Background: an optimization exercise with open tools, aiming at a short achievable clock period and few clock cycles per item. Do not read the settings as production practice. The RTL was checked by simulation tests, not by an equivalence proof against the original design. Power is estimated from default activity; no workload was simulated.

--- flow/config.mk ---
export PLATFORM = sky130hd
export DESIGN_NAME = luby_restart_scheduler
export DESIGN_NICKNAME = luby_restart_scheduler
export VERILOG_FILES = /design/flow/design.v
export SDC_FILE = /design/flow/constraint.sdc
export NUM_CORES = 4
export LEC_CHECK = 0
export ABC_CLOCK_PERIOD_IN_PS = 2000
export CAP_MARGIN = 20
export CORE_MARGIN = 2
export CORE_UTILIZATION = 40
export GPL_TIMING_DRIVEN = 1
export SETUP_SLACK_MARGIN = 3.0
export SLEW_MARGIN = 20
--- flow/design.v ---
`timescale 1ns / 1ps
`default_nettype none
package lrs_pkg;
    localparam int LRS_INDEX_BITS = 32;
    localparam int LRS_COUNT_W    = 48;
    localparam int LRS_UNIT_W     = 16;
    localparam int LRS_TOTAL_W    = 32;
    localparam int LRS_LIMIT_W    = LRS_COUNT_W + 1;
    localparam logic [LRS_UNIT_W-1:0] LRS_UNIT_RESET = LRS_UNIT_W'(100);
endpackage
`default_nettype wire
`timescale 1ns / 1ps
`default_nettype none
import lrs_pkg::*;
module lrs_luby_unit #(
    parameter int INDEX_BITS = 32,
    parameter int SEQ_W      = 6,
    parameter int GAP_W      = LRS_UNIT_W + INDEX_BITS - 1
) (
    input  wire logic                  clk,
    input  wire logic                  rst_n,
    input  wire logic [LRS_UNIT_W-1:0] unit,
    input  wire logic                  reload,    
    input  wire logic                  advance,   
    input  wire logic                  last,      
    output logic [GAP_W-1:0]           gap0,
    output logic [GAP_W-1:0]           gap1
);
    logic [INDEX_BITS-1:0] u_reg;     
    logic [SEQ_W-1:0]      e0_reg;    
    logic [SEQ_W-1:0]      e1_reg;    
    logic [GAP_W-1:0]      gap0_reg;
    logic [GAP_W-1:0]      gap1_reg;
    logic                  wrap_reg;  
    logic [INDEX_BITS-1:0] u_up;
    logic [INDEX_BITS-1:0] u_inc;
    assign u_up = u_reg >> 1;
    lrs_counter #(.W(INDEX_BITS), .LO(2), .INIT(2)) u_u (
        .clk   (clk),
        .rst_n (rst_n),
        .inc   (advance && !last && wrap_reg),
        .value (u_reg)
    );
    always_ff @(posedge clk or negedge rst_n)
    begin
        if (!rst_n)
        begin
            wrap_reg <= 1'b0;
            e0_reg   <= '0;
            e1_reg   <= '0;
        end
        else if (advance)
        begin
            e0_reg <= e1_reg;
            if (!last)
            begin
                if (wrap_reg)
                begin
                    wrap_reg <= !u_reg[0];
                    e1_reg   <= '0;
                end
                else
                begin
                    wrap_reg <= u_up[e1_reg];
                    e1_reg   <= e1_reg + SEQ_W'(1);
                end
            end
        end
    end
    always_ff @(posedge clk)
    begin
        if (reload)
        begin
            gap0_reg <= GAP_W'(unit) << e0_reg;
            gap1_reg <= GAP_W'(unit) << e1_reg;
        end
        else if (advance)
        begin
            gap0_reg <= gap1_reg;
            if (!last)
                gap1_reg <= wrap_reg ? GAP_W'(unit) : {gap1_reg[GAP_W-2:0], 1'b0};
        end
    end
    assign gap0 = gap0_reg;
    assign gap1 = gap1_reg;
endmodule
module lrs_counter #(
    parameter int W    = 32,
    parameter int LO   = 4,
    parameter int INIT = 0
) (
    input  wire logic         clk,
    input  wire logic         rst_n,
    input  wire logic         inc,
    output logic [W-1:0]      value
);
    localparam logic [W-1:0] INIT_V = W'(INIT);
    logic [LO-1:0]   lo_reg;
    logic [W-LO-1:0] hi_reg;
    logic [W-LO-1:0] hi_up_reg;    
    always_ff @(posedge clk or negedge rst_n)
    begin
        if (!rst_n)
        begin
            lo_reg    <= INIT_V[LO-1:0];
            hi_reg    <= INIT_V[W-1:LO];
            hi_up_reg <= INIT_V[W-1:LO] + (W-LO)'(1);
        end
        else
        begin
            if (inc)
            begin
                lo_reg <= lo_reg + LO'(1);
                if (&lo_reg)
                    hi_reg <= hi_up_reg;
            end
            hi_up_reg <= hi_reg + (W-LO)'(1);
        end
    end
    assign value = {hi_reg, lo_reg};
endmodule
module lrs_cmp_part #(
    parameter int AW = 48,
    parameter int GW = 47
) (
    input  wire logic [AW-1:0] a,
    input  wire logic [AW-1:0] b,
    input  wire logic [GW-1:0] g,
    output logic [6:0]         grp_g,
    output logic [6:0]         grp_p,
    output logic               top
);
    logic [49:0] oa;
    logic [49:0] ob;
    logic [49:0] og;
    logic [49:0] x;
    logic [49:0] y;
    logic [48:0] bg;
    logic [48:0] bp;
    assign oa = {{(50-AW){1'b0}}, a};
    assign ob = ~{{(50-AW){1'b0}}, b};
    assign og = ~{{(50-GW){1'b0}}, g};
    assign x  = oa ^ ob ^ og;
    assign y  = {(oa[48:0] & ob[48:0]) | (oa[48:0] & og[48:0]) | (ob[48:0] & og[48:0]), 1'b1};
    assign bg = x[48:0] & y[48:0];
    assign bp = x[48:0] | y[48:0];
    always_comb
    begin
        for (int j = 0; j < 7; j++)
        begin
            grp_g[j] = 1'b0;
            grp_p[j] = 1'b1;
            for (int i = 0; i < 7; i++)
            begin
                grp_g[j] = bg[7*j+i] | (bp[7*j+i] & grp_g[j]);
                grp_p[j] = bp[7*j+i] & grp_p[j];
            end
        end
    end
    assign top = x[49] ^ y[49];
endmodule
module lrs_cmp_fin (
    input  wire logic [6:0] grp_g,
    input  wire logic [6:0] grp_p,
    input  wire logic       top,
    output logic            gt
);
    logic c;
    always_comb
    begin
        c = 1'b0;
        for (int j = 0; j < 7; j++)
            c = grp_g[j] | (grp_p[j] & c);
    end
    assign gt = !(top ^ c);
endmodule
`default_nettype wire
`timescale 1ns / 1ps
`default_nettype none
import lrs_pkg::*;
module luby_restart_scheduler #(
    parameter int INDEX_BITS = lrs_pkg::LRS_INDEX_BITS
) (
    input  wire logic                              clk,
    input  wire logic                              rst_n,
    input  wire logic                              cfg_wr_en,
    input  wire logic [lrs_pkg::LRS_UNIT_W-1:0]    cfg_wr_data,
    input  wire logic                              in_valid,
    output logic                                   in_ready,
    input  wire logic [lrs_pkg::LRS_COUNT_W-1:0]   conflict_count,
    output logic                                   out_valid,
    input  wire logic                              out_ready,
    output logic                                   restart,
    output logic [lrs_pkg::LRS_TOTAL_W-1:0]        restart_total
);
    localparam int SEQ_W = $clog2(INDEX_BITS);
    localparam int GAP_W = LRS_UNIT_W + INDEX_BITS - 1;
    localparam int QD    = 5;
    logic [LRS_UNIT_W-1:0]  unit_reg;
    logic                   reload_reg;
    logic                   in_ready_reg;
    logic [2:0]             occ_reg;
    logic [LRS_COUNT_W-1:0] a1_count;
    logic                   a1_valid;
    logic [LRS_COUNT_W-1:0] a2_count;
    logic                   a2_valid;
    logic [3:0][6:0]        a2_g;
    logic [3:0][6:0]        a2_p;
    logic [3:0]             a2_top;
    logic [LRS_COUNT_W-1:0] b_count;
    logic                   b_valid;
    logic                   b_gt_prev;
    logic                   b_gt_old;
    logic                   prev_fire;   
    logic [LRS_COUNT_W-1:0] lim_count;
    logic [GAP_W-1:0]       lim_gap;
    logic [INDEX_BITS-1:0]  total;       
    logic [QD-1:0]          q_valid;
    logic [QD-1:0]          q_fire;
    logic [INDEX_BITS-1:0]  head_total;
    logic [GAP_W-1:0]       gap0;
    logic [GAP_W-1:0]       gap1;
    logic                   accept;
    logic                   take;
    logic                   fire;
    logic                   total_max;   
    logic                   total_last;  
    logic                   total_step;
    logic                   head_max;
    logic                   head_step;
    assign accept = in_valid && in_ready_reg;
    assign take   = q_valid[0] && out_ready;
    always_ff @(posedge clk or negedge rst_n)
    begin
        if (!rst_n)
        begin
            unit_reg     <= LRS_UNIT_RESET;
            reload_reg   <= 1'b1;
            in_ready_reg <= 1'b0;
            occ_reg      <= '0;
            a1_valid     <= 1'b0;
        end
        else
        begin
            if (cfg_wr_en)
                unit_reg <= cfg_wr_data;
            reload_reg <= cfg_wr_en;    
            occ_reg    <= occ_reg + 3'(accept) - 3'(take);
            if (accept && !take)
                in_ready_reg <= occ_reg < 3'(QD - 1);
            else if (!accept && take)
                in_ready_reg <= 1'b1;
            else
                in_ready_reg <= occ_reg < 3'(QD);
            a1_valid <= accept;
        end
    end
    always_ff @(posedge clk)
        a1_count <= conflict_count;
    logic [3:0][6:0] a1_g;
    logic [3:0][6:0] a1_p;
    logic [3:0] a1_top;
    lrs_cmp_part #(.AW(LRS_COUNT_W), .GW(GAP_W)) u_cmp_p1g0 (
        .a (a1_count), .b (a2_count), .g (gap0),
        .grp_g (a1_g[0]), .grp_p (a1_p[0]), .top (a1_top[0]));
    lrs_cmp_part #(.AW(LRS_COUNT_W), .GW(GAP_W)) u_cmp_p1g1 (
        .a (a1_count), .b (a2_count), .g (gap1),
        .grp_g (a1_g[1]), .grp_p (a1_p[1]), .top (a1_top[1]));
    lrs_cmp_part #(.AW(LRS_COUNT_W), .GW(GAP_W)) u_cmp_p2 (
        .a (a1_count), .b (b_count), .g (gap0),
        .grp_g (a1_g[2]), .grp_p (a1_p[2]), .top (a1_top[2]));
    lrs_cmp_part #(.AW(LRS_COUNT_W), .GW(GAP_W)) u_cmp_lim (
        .a (a1_count), .b (lim_count), .g (lim_gap),
        .grp_g (a1_g[3]), .grp_p (a1_p[3]), .top (a1_top[3]));
    always_ff @(posedge clk)
    begin
        a2_count <= a1_count;
        a2_g     <= a1_g;
        a2_p     <= a1_p;
        a2_top   <= a1_top;
    end
    logic [3:0] a2_gt;
    for (genvar k = 0; k < 4; k++) begin : g_fin
        lrs_cmp_fin u_fin (
            .grp_g (a2_g[k]), .grp_p (a2_p[k]), .top (a2_top[k]), .gt (a2_gt[k]));
    end
    always_ff @(posedge clk)
    begin
        b_count   <= a2_count;
        b_gt_prev <= prev_fire ? a2_gt[1] : a2_gt[0];
        b_gt_old  <= prev_fire ? a2_gt[2] : a2_gt[3];
    end
    assign fire       = b_valid && (prev_fire ? b_gt_prev : b_gt_old);
    assign total_step = fire && !total_max;
    always_ff @(posedge clk or negedge rst_n)
    begin
        if (!rst_n)
        begin
            a2_valid  <= 1'b0;
            b_valid   <= 1'b0;
            prev_fire <= 1'b0;
            lim_count  <= '0;
            lim_gap    <= '0;
            total_max  <= 1'b0;
            total_last <= 1'b0;
        end
        else
        begin
            a2_valid  <= a1_valid;
            b_valid   <= a2_valid;
            prev_fire <= fire;
            if (fire)
            begin
                lim_count <= b_count;
                lim_gap   <= gap0;
            end
            if (total_step)
            begin
                total_max  <= total_last;
                total_last <= total == {{(INDEX_BITS-2){1'b1}}, 2'b01};
            end
        end
    end
    lrs_counter #(.W(INDEX_BITS), .LO(4), .INIT(0)) u_total (
        .clk   (clk),
        .rst_n (rst_n),
        .inc   (total_step),
        .value (total)
    );
    lrs_luby_unit #(
        .INDEX_BITS (INDEX_BITS),
        .SEQ_W      (SEQ_W),
        .GAP_W      (GAP_W)
    ) u_luby (
        .clk     (clk),
        .rst_n   (rst_n),
        .unit    (unit_reg),
        .reload  (reload_reg),
        .advance (total_step),
        .last    (total_last),
        .gap0    (gap0),
        .gap1    (gap1)
    );
    logic [QD:0]   s_valid;
    logic [QD:0]   s_fire;
    logic [QD-1:0] wr;
    logic          head_load;
    logic          head_fire;
    always_comb
    begin
        for (int i = 0; i < QD; i++)
        begin
            if (take && i < QD - 1)
            begin
                s_valid[i] = q_valid[i+1];
                s_fire[i]  = q_fire[i+1];
            end
            else
            begin
                s_valid[i] = take ? 1'b0 : q_valid[i];
                s_fire[i]  = q_fire[i];
            end
        end
        s_valid[QD] = 1'b0;
        s_fire[QD]  = 1'b0;
        for (int i = 0; i < QD; i++)
            wr[i] = b_valid && !s_valid[i] && (i == 0 || s_valid[i-1]);
    end
    assign head_load = (take && q_valid[1]) || wr[0];
    assign head_fire = wr[0] ? fire : q_fire[1];
    assign head_step = head_load && head_fire && !head_max;
    always_ff @(posedge clk or negedge rst_n)
    begin
        if (!rst_n)
        begin
            q_valid  <= '0;
            head_max <= 1'b0;
        end
        else
        begin
            for (int i = 0; i < QD; i++)
                q_valid[i] <= s_valid[i] || wr[i];
            if (head_step)
                head_max <= head_total == {{(INDEX_BITS-1){1'b1}}, 1'b0};
        end
    end
    always_ff @(posedge clk)
    begin
        for (int i = 0; i < QD; i++)
            q_fire[i] <= wr[i] ? fire : s_fire[i];
    end
    lrs_counter #(.W(INDEX_BITS), .LO(4), .INIT(0)) u_head_total (
        .clk   (clk),
        .rst_n (rst_n),
        .inc   (head_step),
        .value (head_total)
    );
    assign in_ready      = in_ready_reg;
    assign out_valid     = q_valid[0];
    assign restart       = q_fire[0];
    assign restart_total = LRS_TOTAL_W'(head_total);
endmodule
`default_nettype wire
--- flow/constraint.sdc ---
create_clock -name core_clock -period 5.0 [get_ports {clk}]
set_input_delay 1.0000 -clock core_clock [delete_from_list [all_inputs] [get_ports {clk}]]
set_output_delay 1.0000 -clock core_clock [all_outputs]
set_load 0.01 [all_outputs]
--- flow/run.sh ---
#!/bin/bash
# synth_recipe.tcl (not shown) runs the flow's synth.tcl, then flattens the netlist and writes it again
# the make line also repeats each setting of config.mk as NAME=value (left out here)
make -C /OpenROAD-flow-scripts/flow DESIGN_CONFIG=/design/flow/config.mk WORK_HOME=/design/flow/orfs CLKGATE_MAP_FILE= SYNTH_SCRIPT=/design/flow/synth_recipe.tcl finish
==> key figures, run 1 <==
Job
  – Maxcap violations: 0

Routing
  – DR DRC count: 0
  – Routed Antenna Nets: 0
  – Via density: 5.47
  – Routed WL: approximately 80,000 um
  – DR WL/cell: 20.0 um
  – Pre-antenna DRT Iters: 8
  – DRT iter0 DRCs: 1,853
  – Routed via count: roughly 21,000

Logic synthesis
  – Sequential share of the synthesized area: 0.500
  – Mean Syn Cell Area: around 12 um^2
  – Largest family of logic cells by synthesized area: adder cells
  – Synth Instances: 2,582
  – YS warnings: 9
  – FF+latch count, synth: 618
  – Post-synthesis mux area share: 0.0850
  – Mapped Nets: 2,856
  – Simple-gate portion of the synthesized area: 0.104
  – EDFF count, synth: 99
  – Ys flop type: dfrtp_1
  – Synthesized cell area: 30,000 um^2
  – Synth Area in XOR/XNOR: 0.0260
  – Synth unique cells: 70
  – Synth Area in Compound Gates: 0.108
  – Post-Synth Adder-Cell Area: 0.140
  – Async S/R FF share, synth: 0.519

GRT
  – Pin count of the biggest net entering global routing: 102
  – First-pass GRT wire length: 121,000 um
  – Initial antenna violation count: 0
  – Number of global-route vias before repair: 21,800
  – Total global-route track usage: 0.197
  – Total global routing overflow: 0

CTS
  – CTS clock-pin slew for the worst setup and hold paths: 0.06 ns
  – CTS H-Tree Depth: 3
  – Clock sink count: 618
  – Worst skew pair latency: around 0.63 ns
  – CTS tree: yes
  – Total CTS buffers: 71
  – Clock buffer depth: 3
  – Root buffer cell: clkbuf_16

Cells and area
  – Most frequent cells in the layout: 426 x nand2_1, 282 x dfrtp_1, 178 x dfxtp_1, 172 x fa_1, 162 x buf_4
  – Share of layout cells above drive strength 1: 0.283
  – Commonest non-fill, non-tap cell in the layout: nand2_1
  – Final nets: 3,170
  – Number of diodes: 0
  – FILL cells: 6,310
  – Final Non-Filler Cells: around 3,900
  – P&R area growth vs syn: 27.0%

Floorplan
  – # IOs: 104
  – Die Area: 77,100 um^2
  – Die X: 278 um
  – CORE AREA: between 70,000 and 80,000 um^2
  – Initial core utilization: 0.403
  – Die Ht: about 280 um
  – Rows: 100

Placed design
  – RePlAce Congestion: 0.895
  – Placed cell count: 3,582
  – Buffers on Ports: 103
  – HPWL after DPL: around 52,000 um

Worst setup path
  – Req. time, crit path: 5.56 ns
  – Reg-to-reg startpoint: lim_count[42]
  – Crit-path max FO: 3
  – Worst setup SP type: flop
  – Crit path DAT: 2.82 ns
  – Cells on worst reg2reg path: 7
  – CP endpoint kind: flop
  – Crit path from: lim_count[42]
  – Crit path to: a2_g[27]
  – RR Endpoint: a2_g[27]
  – Flop2flop setup slack: 2.74 ns
  – Setup CP Type: flop to flop

Timing
  – Clock skew: 0.0297 ns
  – Final hold vios: 0
  – Post-route minimum period: 2.26 ns
  – Final TNS setup: 0 ns
  – Maximum clock rate: 442 MHz
  – Final setup vio count: 0
  – Worst Tran Pin Value: 0.890 ns
  – Slew Limit Fails: 0
  – WHS: approximately 0.35 ns
  – Period Utilization, post-route: 0.453
  – Worst relative slew slack: 0.407
  – RSZ-0062 raised after global routing: true

Power and ir drop
  – Pwr/cell area: approximately 590 nW/um^2
  – Pleak: ~17 nW
  – Maximum vdd ir drop: approximately 0.29 mV

Status
  – Status: timing/DRC/antenna clean

Min path
  – Worst Hold Class: input pin to async pin
==> synth_stat cells, types with 8 or more instances <==
| library cell | instances | area share |
|---|---|---|
| o2bb2ai_1 | 23 | 0.0067 |
| dfxtp_1 | 198 | 0.13 |
| mux4_2 | 25 | 0.019 |
| mux2_1 | 30 | 0.011 |
| mux2_4 | 21 | 0.011 |
| o21ai_0 | 118 | 0.020 |
| nand3_1 | 72 | 0.012 |
| o31ai_1 | 26 | 0.0065 |
| o22ai_1 | 41 | 0.0086 |
| o221ai_1 | 26 | 0.0076 |
| clkbuf_1 | 54 | 0.0068 |
| o2111a_1 | 17 | 0.0064 |
| nand4_1 | 19 | 0.0040 |
| o211ai_1 | 13 | 0.0033 |
| maj3_1 | 21 | 0.0070 |
| a222oi_1 | 37 | 0.012 |
| mux2_2 | 72 | 0.027 |
| nand2_1 | 440 | 0.055 |
| nor2_1 | 71 | 0.0089 |
| a21o_1 | 19 | 0.0048 |
| and4_1 | 8 | 0.0023 |
| xnor2_1 | 64 | 0.019 |
| and3_1 | 25 | 0.0052 |
| edfxtp_1 | 99 | 0.099 |
| a21oi_1 | 60 | 0.010 |
| ha_1 | 16 | 0.0067 |
| buf_2 | 16 | 0.0027 |
| dfrtp_1 | 313 | 0.26 |
| nor3_1 | 23 | 0.0038 |
| mux2i_1 | 52 | 0.017 |
| a22oi_1 | 34 | 0.0085 |
| dfstp_2 | 8 | 0.0070 |
| a22o_1 | 10 | 0.0029 |
| inv_1 | 181 | 0.023 |
| fa_1 | 189 | 0.13 |
| nand2b_1 | 10 | 0.0021 |
| buf_1 | 16 | 0.0020 |
| xor2_1 | 25 | 0.0073 |
| nor2b_1 | 13 | 0.0027 |
==> final cells by class <==
type | count | area [um^2] | share of cell area
clock buffer | 95 | 2010 | 0.0528
timing repair buffer | 329 | 3270 | 0.0860
sequential | 618 | 15100 | 0.396
clock inverter | 37 | 513 | 0.0135
inverter | 183 | 731 | 0.0192
tap | 969 | 1210 | 0.0319
multi-input combinational | 1693 | 15200 | 0.401
==> routing by layer <==
layer | vias to the layer above | share of wire | track usage
met5 | - | 0 | 0
met4 | 0 | 0.036 | 0.0862
met3 | 175 | 0.065 | 0.0345
met2 | 744 | 0.47 | 0.316
met1 | 10800 | 0.42 | 0.264
li1 | 9711 | - | -
==> through the flow <==
stage           util  setup WS [ns]  total power (W)  area, um^2
3_3_place_gp   0.431           1.78           0.0144       32000
2_1_floorplan      -           2.61           0.0125       30100
4_1_cts        0.489           2.74           0.0214       36400
5_1_grt        0.512           2.66           0.0238       38100
3_5_place_dp   0.431           1.73           0.0146       32000
6_report       0.512           2.74           0.0225       38100
==> logic make-up after synthesis <==
family | count (synthesis)
AO/OA/AOI/OAI | 463
XOR/XNOR | 89
adder cells (fa/ha/maj) | 226
buffers and inverters | 276
flip-flops | 618
multiplexers | 200
AND/OR/NAND/NOR | 710
==> worst min-delay path by stage <==
| stage | start | to | slack (ns) |
|---|---|---|---|
| 2_1_floorplan | a1_count[10] | a2_count[10] | 0.33 |
| 3_3_place_gp | a2_count[19] | b_count[19] | 0.34 |
| 3_5_place_dp | a2_valid | b_valid | 0.34 |
| 6_report | rst_n | u_head_total.hi_reg[5] | 0.35 |
| 4_1_cts | a2_valid | b_valid | 0.35 |
| 5_1_grt | a1_count[43] | a2_count[43] | 0.36 |
==> timing repair <==
item	4_1_cts	5_1_grt
endpoints found under the hold margin	0	0
setup buffers	120	73
pin swaps	79	110
hold buffers	0	0
resized for setup	396	263
cloned	10	7
setup endpoints to repair	457	344
==> power breakdown <==
group / internal [W] / switching (W)
Combinational: 0.00447 / 0.00491
Clock: 0.00325 / 0.00222
Sequential: 0.00643 / 0.00121
==> worst max-delay path: stages, from the launching register on <==
cell,delay (ns)
dfrtp_1,0.41
fa_1,0.54
o31a_1,0.27
o221ai_1,0.15
nand3_1,0.11
maj3_2,0.31
maj3_2,0.30
nor2_2,0.12
Testbench counts, summed over its fixed seeds: cycles 22,528, items 22,400.
==> run 2: changes to the inputs <==
--- a/flow/config.mk
+++ b/flow/config.mk
@@ -9,6 +9,9 @@
 export CAP_MARGIN = 20
 export CORE_MARGIN = 2
-export CORE_UTILIZATION = 40
+export CORE_UTILIZATION = 60
+export CTS_CLUSTER_DIAMETER = 100
+export CTS_CLUSTER_SIZE = 30
 export GPL_TIMING_DRIVEN = 1
+export PLACE_DENSITY = 0.75
 export SETUP_SLACK_MARGIN = 3.0
 export SLEW_MARGIN = 20
==> run 2 against run 1 <==
Effect of this change: sequential share of layout area grew 2.5 points; critical path type unchanged; sequential power shrank 0.9%; first-iteration DRC count grew 12%; still clean on timing, DRC and antenna; die area shrank 33%.
==> key figures, run 2 <==
Status
  – Status: timing/DRC/antenna clean

Logic synthesis
  – Mean Syn Cell Area: 11.6 um^2 (unchanged)
  – Top post-synthesis cells by area: dfrtp_1 26%, dfxtp_1 13%, fa_1 13%
  – Yosys top cell by area: dfrtp_1
  – Sequential share of the synthesized area: 0.500 (unchanged)
  – Ys flop type: dfrtp_1
  – Most common cell in the netlist: nand2_1
  – Mapped Nets: 2,856 (unchanged)
  – YS warnings: 9 (unchanged)
  – Share of the synthesized area in the top cell type: 0.261 (unchanged)
  – Synth cell count leaders: 440 x nand2_1, 313 x dfrtp_1, 198 x dfxtp_1, 189 x fa_1, 181 x inv_1
  – FF+latch count, synth: 618 (unchanged)
  – EDFF count, synth: 99 (unchanged)
  – Async S/R FF share, synth: 0.519 (unchanged)
  – Synth Instances: 2,582 (unchanged)
  – Synthesized cell area: 30,000 um^2 (unchanged)
  – Synth unique cells: 70 (unchanged)

Worst setup path
  – Critical path depth: 7 (unchanged)
  – Cells on worst reg2reg path: 7 (unchanged)
  – CP endpoint kind: flop
  – Crit-path max FO: 3 (unchanged)
  – Buffers & Inverters on Critical Path: 0 (unchanged)
  – Flop2flop setup slack: 2.75 ns (about the same)
  – Crit-path max cell delay: 0.53 ns (about the same)
  – Worst setup SP type: flop
  – CP Cell Sequence: fa_1, or2_4, nand3_1, nand3_1, maj3_2, maj3_2, nor2_2
  – CP delay by family, top: adder cells
  – Crit path DAT: 2.79 ns (-0.03 ns)
  – Setup CP Type: flop to flop
  – Req. time, crit path: 5.54 ns (-0.02 ns)
  – Worst path slowest cell: fa_1

Cells and area
  – Share of layout cells above drive strength 1: 0.263 (-0.0196)
  – Final Non-Filler Cells: 3,539 (-9.8%)
  – Final nets: 3,132 (-1.2%)
  – Most frequent cells in the layout: 426 x nand2_1, 288 x dfrtp_1, 181 x dfxtp_1, 175 x fa_1, 174 x buf_4
  – FILL cells: 3,235 (-49%)
  – Number of diodes: 0 (unchanged)
  – Commonest non-fill, non-tap cell in the layout: nand2_1
  – P&R area growth vs syn: 19.4%

Floorplan
  – Initial core utilization: 0.610 (+0.206)
  – Rows: 81 (-19%)
  – Die X: 227 um (-18%)
  – CORE AREA: 49,200 um^2 (-34%)
  – Die Area: 51,700 um^2 (-33%)
  – Die Ht: 227 um (-18%)
  – # IOs: 104 (unchanged)

Placed design
  – HPWL after DPL: 48,400 um (-7.1%)
  – Placed cell count: 3,273 (-8.6%)
  – Buffers on Ports: 103 (unchanged)
  – RePlAce Congestion: 0.938 (+4.8%)

Routing
  – DR DRC count: 0 (unchanged)
  – Routed WL: 73,600 um (-6.3%)
  – DRT iter0 DRCs: 2,075 (+12%)
  – Routed Antenna Nets: 0 (unchanged)
  – DR WL/cell: 20.8 um (+3.9%)
  – Routed via count: 21,400 (-0.27%)
  – Via density: 6.05 (+11%)
  – Pre-antenna DRT Iters: 9 (+1)

Power and ir drop
  – Pleak: 15.8 nW (-5.5%)
  – Design Power: 0.0197 W (-12%)
  – Pwr/cell area: 550 nW/um^2 (-6.9%)
  – Maximum vdd ir drop: 0.342 mV (+18%)

Timing
  – Clock skew: 0.0159 ns (-0.0139 ns)
  – WHS: 0.353 ns (+0.00310 ns)
  – Worst relative slew slack: 0.356 (-0.0507)
  – Final TNS setup: 0 ns (unchanged)
  – Period Utilization, post-route: 0.451 (-0.00235)
  – Worst Tran Pin Value: 0.966 ns (+0.0760 ns)
  – Post-route minimum period: 2.25 ns (-0.0117 ns)
  – Final setup vio count: 0 (unchanged)
  – Slew Limit Fails: 0 (unchanged)
  – Final hold vios: 0 (unchanged)
  – RSZ-0062 raised after global routing: true
  – Maximum clock rate: 444 MHz (+0.52%)

GRT
  – Number of global-route vias before repair: 21,500 (-1.3%)
  – First-pass GRT wire length: 114,000 um (-5.1%)
  – Total global-route track usage: 0.281 (+0.0837)
  – Pin count of the biggest net entering global routing: 121 (+19%)
  – Total global routing overflow: 0 (unchanged)
  – Initial antenna violation count: 0 (unchanged)

Min path
  – WHS Path Cells: 0
  – Worst Hold Class: flop to flop

CTS
  – Total CTS buffers: 25 (-65%)
  – Clock buffer depth: 3 (unchanged)
  – Worst skew pair latency: 0.61 ns (-0.02 ns)
  – Root buffer cell: clkbuf_16
  – CTS tree: yes
  – Clock sink count: 618 (unchanged)
  – CTS H-Tree Depth: 1 (-2)
  – CTS clock-pin slew for the worst setup and hold paths: 0.12 ns (+0.06 ns)

Job
  – Maxcap violations: 0 (unchanged)
[run 2: cell counts after synthesis]
No cell type changed its count.
[run 2: power breakdown]
group	total (W)	leakage (nW)	switching, W	internal [W]
clock network	0.00256	0.360	0.00156	0.00100
logic	0.00955	8.53	0.00502	0.00453
registers	0.00757	6.87	0.00116	0.00641
[run 2: final cells by class]
class / count / area (um^2) / area share
clock buffer: 40 / 702 / 0.0196
clock inverter: 4 / 45.0 / 0.00126
inverter: 183 / 726 / 0.0203
multi-input combinational: 1692 / 15300 / 0.427
sequential: 618 / 15100 / 0.421
tap: 664 / 831 / 0.0232
timing repair buffer: 336 / 3120 / 0.0872
timing repair inverter: 2 / 25.0 / 0.000699
[run 2: logic make-up (layout without fill, tap and decap cells)]
family	Yosys count	in the layout	share of synthesized area
AOI/OAI and AO/OA	463	463	0.108
xor gates and xnor gates	89	89	0.0260
adders and majority gates	226	226	0.140
buffers and inverters	276	565	0.0372
DFF	618	618	0.500
muxes	200	200	0.0850
and+or+nand+nor	710	714	0.104
[run 2: what timing repair did]
action / in CTS / in global routing
endpoints found under the setup margin: 430 / 306
pin swaps: 92 / 106
hold buffers: 0 / 0
gates resized for setup: 434 / 216
cloned: 11 / 0
setup buffers: 129 / 82
[run 2: routing by layer]
| layer | global-route usage | share of wire |
|---|---|---|
| met1 | 0.389 | 0.41 |
| met5 | 0 | 0 |
| met3 | 0.0458 | 0.073 |
| met2 | 0.462 | 0.49 |
| met4 | 0.0850 | 0.032 |
[run 2: worst paths after layout]
path | startpoint | end
setup / recovery | u_luby.gap1_reg[45] | a2_g[13]
hold / removal | a1_count[43] | a2_count[43]
setup reg to reg | u_luby.gap1_reg[45] | a2_g[13]
hold reg to reg | a1_count[43] | a2_count[43]
max in group asynchronous | rst_n | u_head_total.hi_reg[2]
min in group asynchronous | rst_n | u_head_total.hi_reg[25]
[run 2: through the flow]
| stage | utilization | instance area, um^2 | setup slack [ns] |
|---|---|---|---|
| floorplan | - | 30100 | 2.61 |
| global placement | 0.643 | 31600 | 1.78 |
| detailed placement | 0.643 | 31600 | 1.73 |
| CTS | 0.700 | 34400 | 2.76 |
| global route | 0.728 | 35800 | 2.68 |
| finish | 0.728 | 35800 | 2.75 |

## separate check: timing with driven ports
How much do the figures lean on ideal ports? The routed layouts below were timed once more, with nothing changed but the port constraints.
Step 1 assumes that a clkbuf_16 drives the clock port and a buf_2 every other input.
Step 2 also shifts input and output timing later by t, the mid clock arrival at the registers, as if the neighbouring blocks saw the same clock.
Three values: no drivers, after step 1, after step 2; two values: the first two.
| run | t, ns | slack for setup (ns) | latest minus earliest clock arrival (ns) |
|---|---|---|---|
| run 1 | 0.680 | 2.735 / 2.735 / 2.318 | 0.031 / 0.031 |
| run 2 | 0.653 | 2.747 / 2.747 / 2.463 | 0.023 / 0.023 |
After both steps every run listed still meets setup and hold. The setup slack of run 1, which loses most, moves by 0.000 ns with the drivers and by -0.417 ns with both steps.
